Source: an optimization exercise on an open RTL-to-GDS flow (aim: small area, a short achievable clock period and few clock cycles per item). Production flows keep margins and buffers that such runs may drop.
Where RTL was checked, it was by simulation tests only, not by an equivalence proof against the original.
Power figures rest on the tool's default switching activity, not on a simulated workload.

==> v26 <==
// requant_pack
module requant_pack #(
  parameter int MULT_W = 16,
  parameter int LANES  = 4
) (
  input  logic              ACLK,
  input  logic              ARESETN,
  input  logic [31:0]       SD_AXIS_TDATA,
  input  logic              SD_AXIS_TVALID,
  input  logic              SD_AXIS_TLAST,
  output logic              SD_AXIS_TREADY,
  input  logic [MULT_W-1:0] CFG_MULT,
  input  logic [4:0]        CFG_SHIFT,
  input  logic [7:0]        CFG_ZP,
  output logic [31:0]       MO_AXIS_TDATA,
  output logic [3:0]        MO_AXIS_TKEEP,
  output logic              MO_AXIS_TLAST,
  output logic              MO_AXIS_TVALID,
  input  logic              MO_AXIS_TREADY
);
clock: 10.0 ns
lec_check: 0
cap_margin: 20
core_margin: 2
core_utilization: 40
cts_buf_list: sky130_fd_sc_hd__clkbuf_8
cts_cluster_diameter: 60
cts_cluster_size: 20
slew_margin: 20
synth_hierarchical: 1
synth_minimum_keep_size: 0
setup_slack_margin: 6.6
buffer_ports_args: -buffer_cell sky130_fd_sc_hd__buf_2
standard.sh (not shown) runs the stock make flow with config.mk's settings and CLKGATE_MAP_FILE= SYNTH_SCRIPT=/design/flow/synth_recipe.tcl, a recipe that flattens the netlist after the stock synthesis.
==> flow/flow/run.sh <==
#!/bin/bash
set -e
echo "export SETUP_SLACK_MARGIN = 6.6" >> "$FLOW_CONFIG"
echo "export BUFFER_PORTS_ARGS = -buffer_cell sky130_fd_sc_hd__buf_2" >> "$FLOW_CONFIG"
bash standard.sh > standard.log 2>&1
==> inputs of v23, as changes to v26 <==
--- a/flow/design.v
+++ b/flow/design.v
@@ -418,30 +418,25 @@
   always_ff @(posedge ACLK) begin
     nra_q <= nra;
     nrb_q <= nrb;
     l2_q  <= l1_q;
   end
   logic [47:0] p;
   logic [48:0] px;
   logic [12:0] win4;           
-  logic        ovf, allz, allo;
+  logic        ovf;
   assign p  = ~nra_q + ~nrb_q;
   assign px = {p, 1'b0};
   always_comb begin
     win4 = 13'(px >> {sh_q[4:2], 2'b00});
-    allz = 1'b1;
-    allo = 1'b1;
+    ovf  = 1'b0;
     for (int i = 8; i < 47; i++) begin
-      if (i >= 39 || 5'(i - 8) >= sh_q) begin
-        allz = allz & ~p[i];
-        allo = allo & p[i];
-      end
+      if (i >= 39 || 5'(i - 8) >= sh_q) ovf = ovf | (p[i] ^ p[47]);
     end
-    ovf = p[47] ? !allo : !allz;
   end
   logic [12:0] win4_q;
   logic        ovf_q, sgn_q;
   logic        v3_q, l3_q;
   always_ff @(posedge ACLK) begin
     win4_q <= win4;
     ovf_q  <= ovf;
     sgn_q  <= p[47];
==> flow/run.sh (new file) <==
#!/bin/bash
# synth_recipe.tcl (not shown) runs the flow's synth.tcl, then flattens the netlist and writes it again
# the make line also repeats each setting of config.mk as NAME=value (left out here)
make -C /OpenROAD-flow-scripts/flow DESIGN_CONFIG=/design/flow/config.mk WORK_HOME=/design/flow/orfs CLKGATE_MAP_FILE= SYNTH_SCRIPT=/design/flow/synth_recipe.tcl finish
Settings changed: BUFFER_PORTS_ARGS -buffer_cell sky130_fd_sc_hd__buf_2 to unset, CTS_BUF_LIST sky130_fd_sc_hd__clkbuf_8 to unset, CTS_CLUSTER_DIAMETER 60 to unset, CTS_CLUSTER_SIZE 20 to unset, SETUP_SLACK_MARGIN 6.6 to 5.
removed: flow/flow/run.sh
removed: flow/standard.sh
==> summary of the runs <==
First-iteration DRC count: v23 is higher than v26 (5.4%). Of v23 and v26, v26 has the higher critical path depth (gap 1). Between v23 and v26, the lower sequential share of layout area is in v23 (gap 0.084 points). In flip-flop and latch count, v23 and v26 do not differ. Between v23 and v26, the lower routed wire length is in v26 (gap 0.72%, measured against v26).
==> figures <==
| quantity | v26 | v23 |
|---|---|---|
| Pwr/cell area | 354.6 nW/µm² | 345.3 nW/µm² |
| Maximum level of the CTS H-tree | 1 | 2 |
| Floorplan Core Area | 56,600 µm² | 57,700 µm² |
| Post CTS Setup Buffer Count | 39 | 0 |
| Slack of the worst reg-to-reg path | 6.47 ns | 5.62 ns |
| Outcome | timing/DRC/antenna clean | timing/DRC/antenna clean |
| Non-CTS buffers | 175 | 133 |
| Wire length on met3 | 4.805 mm | 5.360 mm |
| # diodes | 1 | 0 |
| Post-Route Skew | 0.03087 ns | 0.01635 ns |
| Non-CTS inverters | 169 | 164 |
Testbench counts of v23, summed over its fixed seeds: cycles 16,416, items 16,384.
Function not checked in v26: the RTL went through the layout flow alone.


==> wip/xenon <==
requant_pack, a different RTL version from the one above (not shown whole).
export LEC_CHECK = 0
export CAP_MARGIN = 20
export CORE_MARGIN = 2
export CORE_UTILIZATION = 40
export CTS_BUF_LIST = sky130_fd_sc_hd__clkbuf_8
export CTS_CLUSTER_DIAMETER = 60
export CTS_CLUSTER_SIZE = 20
export SLEW_MARGIN = 20
export SYNTH_HIERARCHICAL = 1
export SYNTH_MINIMUM_KEEP_SIZE = 0
export SETUP_SLACK_MARGIN = 6.6
export BUFFER_PORTS_ARGS = -buffer_cell sky130_fd_sc_hd__buf_2
create_clock -name core_clock -period 10.0 [get_ports {ACLK}]
==> flow/flow/run.sh <==
#!/bin/bash
set -e
echo "export SETUP_SLACK_MARGIN = 6.6" >> "$FLOW_CONFIG"
echo "export BUFFER_PORTS_ARGS = -buffer_cell sky130_fd_sc_hd__buf_2" >> "$FLOW_CONFIG"
bash standard.sh > standard.log 2>&1
==> wip/umber (differences from wip/xenon) <==
--- a/flow/design.v
+++ b/flow/design.v
@@ -165,22 +165,28 @@
   logic ts217, tc217, ts218, tc218, ts219, tc219, ts220, tc220, ts221, tc221, ts222, tc222;
   logic ts223, tc223, ts224, tc224, ts225, tc225, ts226, tc226, ts227, tc227, ts228, tc228;
   logic ts229, tc229, ts230, tc230, ts231, tc231, ts232, tc232, ts233, tc233, ts234, tc234;
   logic ts235, tc235, ts236, tc236, ts237, tc237, ts238, tc238, ts239, tc239, ts240, tc240;
   logic ts241, tc241, ts242, tc242, ts243, tc243, ts244, tc244, ts245, tc245;
-  rp_fa u_fa1 (.x(nr0[10]), .y(nr1[8]), .z(1'b1), .s(ts1), .c(tc1));
-  rp_fa u_fa2 (.x(nr0[11]), .y(nr1[9]), .z(1'b1), .s(ts2), .c(tc2));
+  assign ts1 = ~(nr0[10] ^ nr1[8]);
+  assign tc1 = nr0[10] | nr1[8];
+  assign ts2 = ~(nr0[11] ^ nr1[9]);
+  assign tc2 = nr0[11] | nr1[9];
   rp_fa u_fa3 (.x(nr0[12]), .y(nr1[10]), .z(nr2[8]), .s(ts3), .c(tc3));
-  rp_fa u_fa4 (.x(nr3[6]), .y(nr4[4]), .z(1'b1), .s(ts4), .c(tc4));
+  assign ts4 = ~(nr3[6] ^ nr4[4]);
+  assign tc4 = nr3[6] | nr4[4];
   rp_fa u_fa5 (.x(nr0[13]), .y(nr1[11]), .z(nr2[9]), .s(ts5), .c(tc5));
-  rp_fa u_fa6 (.x(nr3[7]), .y(nr4[5]), .z(1'b1), .s(ts6), .c(tc6));
+  assign ts6 = ~(nr3[7] ^ nr4[5]);
+  assign tc6 = nr3[7] | nr4[5];
   rp_fa u_fa7 (.x(nr0[14]), .y(nr1[12]), .z(nr2[10]), .s(ts7), .c(tc7));
   rp_fa u_fa8 (.x(nr3[8]), .y(nr4[6]), .z(nr5[4]), .s(ts8), .c(tc8));
-  rp_fa u_fa9 (.x(nr6[2]), .y(nr7[0]), .z(1'b1), .s(ts9), .c(tc9));
+  assign ts9 = ~(nr6[2] ^ nr7[0]);
+  assign tc9 = nr6[2] | nr7[0];
   rp_fa u_fa10 (.x(nr0[15]), .y(nr1[13]), .z(nr2[11]), .s(ts10), .c(tc10));
   rp_fa u_fa11 (.x(nr3[9]), .y(nr4[7]), .z(nr5[5]), .s(ts11), .c(tc11));
-  rp_fa u_fa12 (.x(nr6[3]), .y(nr7[1]), .z(1'b1), .s(ts12), .c(tc12));
+  assign ts12 = ~(nr6[3] ^ nr7[1]);
+  assign tc12 = nr6[3] | nr7[1];
   rp_fa u_fa13 (.x(nr0[16]), .y(nr1[14]), .z(nr2[12]), .s(ts13), .c(tc13));
   rp_fa u_fa14 (.x(nr3[10]), .y(nr4[8]), .z(nr5[6]), .s(ts14), .c(tc14));
   rp_fa u_fa15 (.x(nr6[4]), .y(nr7[2]), .z(nr8[0]), .s(ts15), .c(tc15));
   rp_fa u_fa16 (.x(nr0[17]), .y(nr1[15]), .z(nr2[13]), .s(ts16), .c(tc16));
   rp_fa u_fa17 (.x(nr3[11]), .y(nr4[9]), .z(nr5[7]), .s(ts17), .c(tc17));
@@ -239,23 +245,30 @@
   rp_fa u_fa70 (.x(pr133), .y(nr2[31]), .z(nr3[29]), .s(ts70), .c(tc70));
   rp_fa u_fa71 (.x(nr4[27]), .y(nr5[25]), .z(nr6[23]), .s(ts71), .c(tc71));
   rp_fa u_fa72 (.x(nr7[21]), .y(nr8[19]), .z(pr033), .s(ts72), .c(tc72));
   rp_fa u_fa73 (.x(nr2[32]), .y(nr3[30]), .z(nr4[28]), .s(ts73), .c(tc73));
   rp_fa u_fa74 (.x(nr5[26]), .y(nr6[24]), .z(nr7[22]), .s(ts74), .c(tc74));
-  rp_fa u_fa75 (.x(nr8[20]), .y(1'b0), .z(1'b1), .s(ts75), .c(tc75));
+  assign ts75 = ~(nr8[20] ^ 1'b0);
+  assign tc75 = nr8[20] | 1'b0;
   rp_fa u_fa76 (.x(pr233), .y(nr3[31]), .z(nr4[29]), .s(ts76), .c(tc76));
   rp_fa u_fa77 (.x(nr5[27]), .y(nr6[25]), .z(nr7[23]), .s(ts77), .c(tc77));
   rp_fa u_fa78 (.x(nr3[32]), .y(nr4[30]), .z(nr5[28]), .s(ts78), .c(tc78));
-  rp_fa u_fa79 (.x(nr6[26]), .y(nr7[24]), .z(1'b1), .s(ts79), .c(tc79));
+  assign ts79 = ~(nr6[26] ^ nr7[24]);
+  assign tc79 = nr6[26] | nr7[24];
   rp_fa u_fa80 (.x(pr333), .y(nr4[31]), .z(nr5[29]), .s(ts80), .c(tc80));
-  rp_fa u_fa81 (.x(nr4[32]), .y(nr5[30]), .z(1'b1), .s(ts81), .c(tc81));
-  rp_fa u_fa82 (.x(nr0[6]), .y(nr1[4]), .z(1'b1), .s(ts82), .c(tc82));
-  rp_fa u_fa83 (.x(nr0[7]), .y(nr1[5]), .z(1'b1), .s(ts83), .c(tc83));
+  assign ts81 = ~(nr4[32] ^ nr5[30]);
+  assign tc81 = nr4[32] | nr5[30];
+  assign ts82 = ~(nr0[6] ^ nr1[4]);
+  assign tc82 = nr0[6] | nr1[4];
+  assign ts83 = ~(nr0[7] ^ nr1[5]);
+  assign tc83 = nr0[7] | nr1[5];
   rp_fa u_fa84 (.x(nr0[8]), .y(nr1[6]), .z(nr2[4]), .s(ts84), .c(tc84));
-  rp_fa u_fa85 (.x(nr3[2]), .y(nr4[0]), .z(1'b1), .s(ts85), .c(tc85));
+  assign ts85 = ~(nr3[2] ^ nr4[0]);
+  assign tc85 = nr3[2] | nr4[0];
   rp_fa u_fa86 (.x(nr0[9]), .y(nr1[7]), .z(nr2[5]), .s(ts86), .c(tc86));
-  rp_fa u_fa87 (.x(nr3[3]), .y(nr4[1]), .z(1'b1), .s(ts87), .c(tc87));
+  assign ts87 = ~(nr3[3] ^ nr4[1]);
+  assign tc87 = nr3[3] | nr4[1];
   rp_fa u_fa88 (.x(nr2[6]), .y(nr3[4]), .z(nr4[2]), .s(ts88), .c(tc88));
   rp_fa u_fa89 (.x(nr5[0]), .y(nneg[5]), .z(ts1), .s(ts89), .c(tc89));
   rp_fa u_fa90 (.x(nr2[7]), .y(nr3[5]), .z(nr4[3]), .s(ts90), .c(tc90));
   rp_fa u_fa91 (.x(nr5[1]), .y(tc1), .z(ts2), .s(ts91), .c(tc91));
   rp_fa u_fa92 (.x(nr5[2]), .y(nr6[0]), .z(nneg[6]), .s(ts92), .c(tc92));
@@ -317,15 +330,19 @@
   rp_fa u_fa148 (.x(nr6[28]), .y(nr7[26]), .z(nr8[24]), .s(ts148), .c(tc148));
   rp_fa u_fa149 (.x(1'b0), .y(tc80), .z(ts81), .s(ts149), .c(tc149));
   rp_fa u_fa150 (.x(pr433), .y(nr5[31]), .z(nr6[29]), .s(ts150), .c(tc150));
   rp_fa u_fa151 (.x(nr7[27]), .y(nr8[25]), .z(tc81), .s(ts151), .c(tc151));
   rp_fa u_fa152 (.x(nr5[32]), .y(nr6[30]), .z(nr7[28]), .s(ts152), .c(tc152));
-  rp_fa u_fa153 (.x(nr8[26]), .y(1'b0), .z(1'b1), .s(ts153), .c(tc153));
+  assign ts153 = ~(nr8[26] ^ 1'b0);
+  assign tc153 = nr8[26] | 1'b0;
   rp_fa u_fa154 (.x(pr533), .y(nr6[31]), .z(nr7[29]), .s(ts154), .c(tc154));
-  rp_fa u_fa155 (.x(nr6[32]), .y(nr7[30]), .z(1'b1), .s(ts155), .c(tc155));
-  rp_fa u_fa156 (.x(nr0[4]), .y(nr1[2]), .z(1'b1), .s(ts156), .c(tc156));
-  rp_fa u_fa157 (.x(nr0[5]), .y(nr1[3]), .z(1'b1), .s(ts157), .c(tc157));
+  assign ts155 = ~(nr6[32] ^ nr7[30]);
+  assign tc155 = nr6[32] | nr7[30];
+  assign ts156 = ~(nr0[4] ^ nr1[2]);
+  assign tc156 = nr0[4] | nr1[2];
+  assign ts157 = ~(nr0[5] ^ nr1[3]);
+  assign tc157 = nr0[5] | nr1[3];
   rp_fa u_fa158 (.x(nr2[2]), .y(nr3[0]), .z(nneg[3]), .s(ts158), .c(tc158));
   rp_fa u_fa159 (.x(nr2[3]), .y(nr3[1]), .z(tc82), .s(ts159), .c(tc159));
   rp_fa u_fa160 (.x(nneg[4]), .y(tc83), .z(ts84), .s(ts160), .c(tc160));
   rp_fa u_fa161 (.x(tc84), .y(tc85), .z(ts86), .s(ts161), .c(tc161));
   rp_fa u_fa162 (.x(tc86), .y(tc87), .z(ts88), .s(ts162), .c(tc162));
@@ -362,14 +379,18 @@
   rp_fa u_fa193 (.x(tc148), .y(tc149), .z(ts150), .s(ts193), .c(tc193));
   rp_fa u_fa194 (.x(tc150), .y(tc151), .z(ts152), .s(ts194), .c(tc194));
   rp_fa u_fa195 (.x(nr8[27]), .y(tc152), .z(tc153), .s(ts195), .c(tc195));
   rp_fa u_fa196 (.x(nr8[28]), .y(1'b0), .z(tc154), .s(ts196), .c(tc196));
   rp_fa u_fa197 (.x(pr633), .y(nr7[31]), .z(nr8[29]), .s(ts197), .c(tc197));
-  rp_fa u_fa198 (.x(nr7[32]), .y(nr8[30]), .z(1'b1), .s(ts198), .c(tc198));
-  rp_fa u_fa199 (.x(pr733), .y(pr831), .z(1'b1), .s(ts199), .c(tc199));
-  rp_fa u_fa200 (.x(nr0[2]), .y(nr1[0]), .z(1'b1), .s(ts200), .c(tc200));
-  rp_fa u_fa201 (.x(nr0[3]), .y(nr1[1]), .z(1'b1), .s(ts201), .c(tc201));
+  assign ts198 = ~(nr7[32] ^ nr8[30]);
+  assign tc198 = nr7[32] | nr8[30];
+  assign ts199 = ~(pr733 ^ pr831);
+  assign tc199 = pr733 | pr831;
+  assign ts200 = ~(nr0[2] ^ nr1[0]);
+  assign tc200 = nr0[2] | nr1[0];
+  assign ts201 = ~(nr0[3] ^ nr1[1]);
+  assign tc201 = nr0[3] | nr1[1];
   rp_fa u_fa202 (.x(nr2[0]), .y(nneg[2]), .z(ts156), .s(ts202), .c(tc202));
   rp_fa u_fa203 (.x(nr2[1]), .y(tc156), .z(ts157), .s(ts203), .c(tc203));
   rp_fa u_fa204 (.x(ts82), .y(tc157), .z(ts158), .s(ts204), .c(tc204));
   rp_fa u_fa205 (.x(ts83), .y(tc158), .z(ts159), .s(ts205), .c(tc205));
   rp_fa u_fa206 (.x(ts85), .y(tc159), .z(ts160), .s(ts206), .c(tc206));
Settings changed: ABC_AREA from default to 1, CTS_CLUSTER_DIAMETER 60 to default, CTS_CLUSTER_SIZE 20 to default.
==> wip/delta (differences from wip/xenon) <==
--- a/flow/design.v
+++ b/flow/design.v
@@ -165,22 +165,28 @@
   logic ts217, tc217, ts218, tc218, ts219, tc219, ts220, tc220, ts221, tc221, ts222, tc222;
   logic ts223, tc223, ts224, tc224, ts225, tc225, ts226, tc226, ts227, tc227, ts228, tc228;
   logic ts229, tc229, ts230, tc230, ts231, tc231, ts232, tc232, ts233, tc233, ts234, tc234;
   logic ts235, tc235, ts236, tc236, ts237, tc237, ts238, tc238, ts239, tc239, ts240, tc240;
   logic ts241, tc241, ts242, tc242, ts243, tc243, ts244, tc244, ts245, tc245;
-  rp_fa u_fa1 (.x(nr0[10]), .y(nr1[8]), .z(1'b1), .s(ts1), .c(tc1));
-  rp_fa u_fa2 (.x(nr0[11]), .y(nr1[9]), .z(1'b1), .s(ts2), .c(tc2));
+  assign ts1 = ~(nr0[10] ^ nr1[8]);
+  assign tc1 = nr0[10] | nr1[8];
+  assign ts2 = ~(nr0[11] ^ nr1[9]);
+  assign tc2 = nr0[11] | nr1[9];
   rp_fa u_fa3 (.x(nr0[12]), .y(nr1[10]), .z(nr2[8]), .s(ts3), .c(tc3));
-  rp_fa u_fa4 (.x(nr3[6]), .y(nr4[4]), .z(1'b1), .s(ts4), .c(tc4));
+  assign ts4 = ~(nr3[6] ^ nr4[4]);
+  assign tc4 = nr3[6] | nr4[4];
   rp_fa u_fa5 (.x(nr0[13]), .y(nr1[11]), .z(nr2[9]), .s(ts5), .c(tc5));
-  rp_fa u_fa6 (.x(nr3[7]), .y(nr4[5]), .z(1'b1), .s(ts6), .c(tc6));
+  assign ts6 = ~(nr3[7] ^ nr4[5]);
+  assign tc6 = nr3[7] | nr4[5];
   rp_fa u_fa7 (.x(nr0[14]), .y(nr1[12]), .z(nr2[10]), .s(ts7), .c(tc7));
   rp_fa u_fa8 (.x(nr3[8]), .y(nr4[6]), .z(nr5[4]), .s(ts8), .c(tc8));
-  rp_fa u_fa9 (.x(nr6[2]), .y(nr7[0]), .z(1'b1), .s(ts9), .c(tc9));
+  assign ts9 = ~(nr6[2] ^ nr7[0]);
+  assign tc9 = nr6[2] | nr7[0];
   rp_fa u_fa10 (.x(nr0[15]), .y(nr1[13]), .z(nr2[11]), .s(ts10), .c(tc10));
   rp_fa u_fa11 (.x(nr3[9]), .y(nr4[7]), .z(nr5[5]), .s(ts11), .c(tc11));
-  rp_fa u_fa12 (.x(nr6[3]), .y(nr7[1]), .z(1'b1), .s(ts12), .c(tc12));
+  assign ts12 = ~(nr6[3] ^ nr7[1]);
+  assign tc12 = nr6[3] | nr7[1];
   rp_fa u_fa13 (.x(nr0[16]), .y(nr1[14]), .z(nr2[12]), .s(ts13), .c(tc13));
   rp_fa u_fa14 (.x(nr3[10]), .y(nr4[8]), .z(nr5[6]), .s(ts14), .c(tc14));
   rp_fa u_fa15 (.x(nr6[4]), .y(nr7[2]), .z(nr8[0]), .s(ts15), .c(tc15));
   rp_fa u_fa16 (.x(nr0[17]), .y(nr1[15]), .z(nr2[13]), .s(ts16), .c(tc16));
   rp_fa u_fa17 (.x(nr3[11]), .y(nr4[9]), .z(nr5[7]), .s(ts17), .c(tc17));
@@ -239,23 +245,30 @@
   rp_fa u_fa70 (.x(pr133), .y(nr2[31]), .z(nr3[29]), .s(ts70), .c(tc70));
   rp_fa u_fa71 (.x(nr4[27]), .y(nr5[25]), .z(nr6[23]), .s(ts71), .c(tc71));
   rp_fa u_fa72 (.x(nr7[21]), .y(nr8[19]), .z(pr033), .s(ts72), .c(tc72));
   rp_fa u_fa73 (.x(nr2[32]), .y(nr3[30]), .z(nr4[28]), .s(ts73), .c(tc73));
   rp_fa u_fa74 (.x(nr5[26]), .y(nr6[24]), .z(nr7[22]), .s(ts74), .c(tc74));
-  rp_fa u_fa75 (.x(nr8[20]), .y(1'b0), .z(1'b1), .s(ts75), .c(tc75));
+  assign ts75 = ~(nr8[20] ^ 1'b0);
+  assign tc75 = nr8[20] | 1'b0;
   rp_fa u_fa76 (.x(pr233), .y(nr3[31]), .z(nr4[29]), .s(ts76), .c(tc76));
   rp_fa u_fa77 (.x(nr5[27]), .y(nr6[25]), .z(nr7[23]), .s(ts77), .c(tc77));
   rp_fa u_fa78 (.x(nr3[32]), .y(nr4[30]), .z(nr5[28]), .s(ts78), .c(tc78));
-  rp_fa u_fa79 (.x(nr6[26]), .y(nr7[24]), .z(1'b1), .s(ts79), .c(tc79));
+  assign ts79 = ~(nr6[26] ^ nr7[24]);
+  assign tc79 = nr6[26] | nr7[24];
   rp_fa u_fa80 (.x(pr333), .y(nr4[31]), .z(nr5[29]), .s(ts80), .c(tc80));
-  rp_fa u_fa81 (.x(nr4[32]), .y(nr5[30]), .z(1'b1), .s(ts81), .c(tc81));
-  rp_fa u_fa82 (.x(nr0[6]), .y(nr1[4]), .z(1'b1), .s(ts82), .c(tc82));
-  rp_fa u_fa83 (.x(nr0[7]), .y(nr1[5]), .z(1'b1), .s(ts83), .c(tc83));
+  assign ts81 = ~(nr4[32] ^ nr5[30]);
+  assign tc81 = nr4[32] | nr5[30];
+  assign ts82 = ~(nr0[6] ^ nr1[4]);
+  assign tc82 = nr0[6] | nr1[4];
+  assign ts83 = ~(nr0[7] ^ nr1[5]);
+  assign tc83 = nr0[7] | nr1[5];
   rp_fa u_fa84 (.x(nr0[8]), .y(nr1[6]), .z(nr2[4]), .s(ts84), .c(tc84));
-  rp_fa u_fa85 (.x(nr3[2]), .y(nr4[0]), .z(1'b1), .s(ts85), .c(tc85));
+  assign ts85 = ~(nr3[2] ^ nr4[0]);
+  assign tc85 = nr3[2] | nr4[0];
   rp_fa u_fa86 (.x(nr0[9]), .y(nr1[7]), .z(nr2[5]), .s(ts86), .c(tc86));
-  rp_fa u_fa87 (.x(nr3[3]), .y(nr4[1]), .z(1'b1), .s(ts87), .c(tc87));
+  assign ts87 = ~(nr3[3] ^ nr4[1]);
+  assign tc87 = nr3[3] | nr4[1];
   rp_fa u_fa88 (.x(nr2[6]), .y(nr3[4]), .z(nr4[2]), .s(ts88), .c(tc88));
   rp_fa u_fa89 (.x(nr5[0]), .y(nneg[5]), .z(ts1), .s(ts89), .c(tc89));
   rp_fa u_fa90 (.x(nr2[7]), .y(nr3[5]), .z(nr4[3]), .s(ts90), .c(tc90));
   rp_fa u_fa91 (.x(nr5[1]), .y(tc1), .z(ts2), .s(ts91), .c(tc91));
   rp_fa u_fa92 (.x(nr5[2]), .y(nr6[0]), .z(nneg[6]), .s(ts92), .c(tc92));
@@ -317,15 +330,19 @@
   rp_fa u_fa148 (.x(nr6[28]), .y(nr7[26]), .z(nr8[24]), .s(ts148), .c(tc148));
   rp_fa u_fa149 (.x(1'b0), .y(tc80), .z(ts81), .s(ts149), .c(tc149));
   rp_fa u_fa150 (.x(pr433), .y(nr5[31]), .z(nr6[29]), .s(ts150), .c(tc150));
   rp_fa u_fa151 (.x(nr7[27]), .y(nr8[25]), .z(tc81), .s(ts151), .c(tc151));
   rp_fa u_fa152 (.x(nr5[32]), .y(nr6[30]), .z(nr7[28]), .s(ts152), .c(tc152));
-  rp_fa u_fa153 (.x(nr8[26]), .y(1'b0), .z(1'b1), .s(ts153), .c(tc153));
+  assign ts153 = ~(nr8[26] ^ 1'b0);
+  assign tc153 = nr8[26] | 1'b0;
   rp_fa u_fa154 (.x(pr533), .y(nr6[31]), .z(nr7[29]), .s(ts154), .c(tc154));
-  rp_fa u_fa155 (.x(nr6[32]), .y(nr7[30]), .z(1'b1), .s(ts155), .c(tc155));
-  rp_fa u_fa156 (.x(nr0[4]), .y(nr1[2]), .z(1'b1), .s(ts156), .c(tc156));
-  rp_fa u_fa157 (.x(nr0[5]), .y(nr1[3]), .z(1'b1), .s(ts157), .c(tc157));
+  assign ts155 = ~(nr6[32] ^ nr7[30]);
+  assign tc155 = nr6[32] | nr7[30];
+  assign ts156 = ~(nr0[4] ^ nr1[2]);
+  assign tc156 = nr0[4] | nr1[2];
+  assign ts157 = ~(nr0[5] ^ nr1[3]);
+  assign tc157 = nr0[5] | nr1[3];
   rp_fa u_fa158 (.x(nr2[2]), .y(nr3[0]), .z(nneg[3]), .s(ts158), .c(tc158));
   rp_fa u_fa159 (.x(nr2[3]), .y(nr3[1]), .z(tc82), .s(ts159), .c(tc159));
   rp_fa u_fa160 (.x(nneg[4]), .y(tc83), .z(ts84), .s(ts160), .c(tc160));
   rp_fa u_fa161 (.x(tc84), .y(tc85), .z(ts86), .s(ts161), .c(tc161));
   rp_fa u_fa162 (.x(tc86), .y(tc87), .z(ts88), .s(ts162), .c(tc162));
@@ -362,14 +379,18 @@
   rp_fa u_fa193 (.x(tc148), .y(tc149), .z(ts150), .s(ts193), .c(tc193));
   rp_fa u_fa194 (.x(tc150), .y(tc151), .z(ts152), .s(ts194), .c(tc194));
   rp_fa u_fa195 (.x(nr8[27]), .y(tc152), .z(tc153), .s(ts195), .c(tc195));
   rp_fa u_fa196 (.x(nr8[28]), .y(1'b0), .z(tc154), .s(ts196), .c(tc196));
   rp_fa u_fa197 (.x(pr633), .y(nr7[31]), .z(nr8[29]), .s(ts197), .c(tc197));
-  rp_fa u_fa198 (.x(nr7[32]), .y(nr8[30]), .z(1'b1), .s(ts198), .c(tc198));
-  rp_fa u_fa199 (.x(pr733), .y(pr831), .z(1'b1), .s(ts199), .c(tc199));
-  rp_fa u_fa200 (.x(nr0[2]), .y(nr1[0]), .z(1'b1), .s(ts200), .c(tc200));
-  rp_fa u_fa201 (.x(nr0[3]), .y(nr1[1]), .z(1'b1), .s(ts201), .c(tc201));
+  assign ts198 = ~(nr7[32] ^ nr8[30]);
+  assign tc198 = nr7[32] | nr8[30];
+  assign ts199 = ~(pr733 ^ pr831);
+  assign tc199 = pr733 | pr831;
+  assign ts200 = ~(nr0[2] ^ nr1[0]);
+  assign tc200 = nr0[2] | nr1[0];
+  assign ts201 = ~(nr0[3] ^ nr1[1]);
+  assign tc201 = nr0[3] | nr1[1];
   rp_fa u_fa202 (.x(nr2[0]), .y(nneg[2]), .z(ts156), .s(ts202), .c(tc202));
   rp_fa u_fa203 (.x(nr2[1]), .y(tc156), .z(ts157), .s(ts203), .c(tc203));
   rp_fa u_fa204 (.x(ts82), .y(tc157), .z(ts158), .s(ts204), .c(tc204));
   rp_fa u_fa205 (.x(ts83), .y(tc158), .z(ts159), .s(ts205), .c(tc205));
   rp_fa u_fa206 (.x(ts85), .y(tc159), .z(ts160), .s(ts206), .c(tc206));
Settings changed: CORE_UTILIZATION 40 to 50, PLACE_DENSITY from default to 0.65.
==> results.cfg <==
[pwr]
p_leak_nw = 17.3

[critical_path]
worstReg2RegStart = a_q[14]$_DFF_P_

[status]
status = timing/DRC/antenna clean

[layout]
fin_nets = 4714
the above is filed under wip/umber

==> results.cfg <==
[place]
dpl_cell_area_um2 = 22900

[layout]
fin_nets = 2444

[min_path]
min-delay-start = l2_q$_DFF_P_

[critical_path]
worstReg2RegStart = sh_q[0]$_DFF_P_

[pwr]
p_leak_nw = 9.25

[status]
status = timing/DRC/antenna clean
the above is filed under wip/xenon

==> results.cfg <==
[critical_path]
worstReg2RegStart = a_q[17]$_DFF_P_

[pwr]
p_leak_nw = 9.34

[layout]
fin_nets = 2449

[place]
placed_cells = 2512

[status]
status = timing/DRC/antenna clean
the above is filed under wip/delta

Testbench counts of wip/xenon, summed over its fixed seeds: cycles 16,416, items 16,384.
Testbench counts of wip/umber, summed over its fixed seeds: cycles 16,416, items 16,384.
Testbench counts of wip/delta, summed over its fixed seeds: cycles 16,416, items 16,384.

-- static timing again, ports no longer ideal --
In the flow no input, the clock included, has a driving cell. The finished layouts below were timed again as built, in two steps. Step 1 sets driving cells, clkbuf_16 on the clock port and buf_2 on the other inputs (assumed; they add their load-dependent delay and slew). Step 2 moves the port delays by t, midway between the first and last clock arrival at a register: inputs arrive t later, outputs are due t later. That takes back most of the time a late clock gives input paths. Three values: ideal, step 1, step 2; two values: the first two.
run	t (ns)	setup WS [ns]	latest minus earliest clock arrival (ns)	worst slew at a driven data input, ns
v26	0.731	6.473 / 6.473 / 6.266	0.032 / 0.032	0.04
v23	0.613	5.616 / 5.616 / 5.616	0.019 / 0.019	0.05
wip/xenon	0.710	6.595 / 6.595 / 6.281	0.038 / 0.038	0.05
wip/umber	0.711	6.693 / 6.635 / 6.247	0.055 / 0.055	0.05
wip/delta	0.669	6.637 / 6.637 / 6.224	0.049 / 0.049	0.06
After both steps every run listed still meets setup and hold. For wip/umber, which loses most, drivers alone change the setup slack by -0.058 ns; drivers and shift together by -0.446 ns.
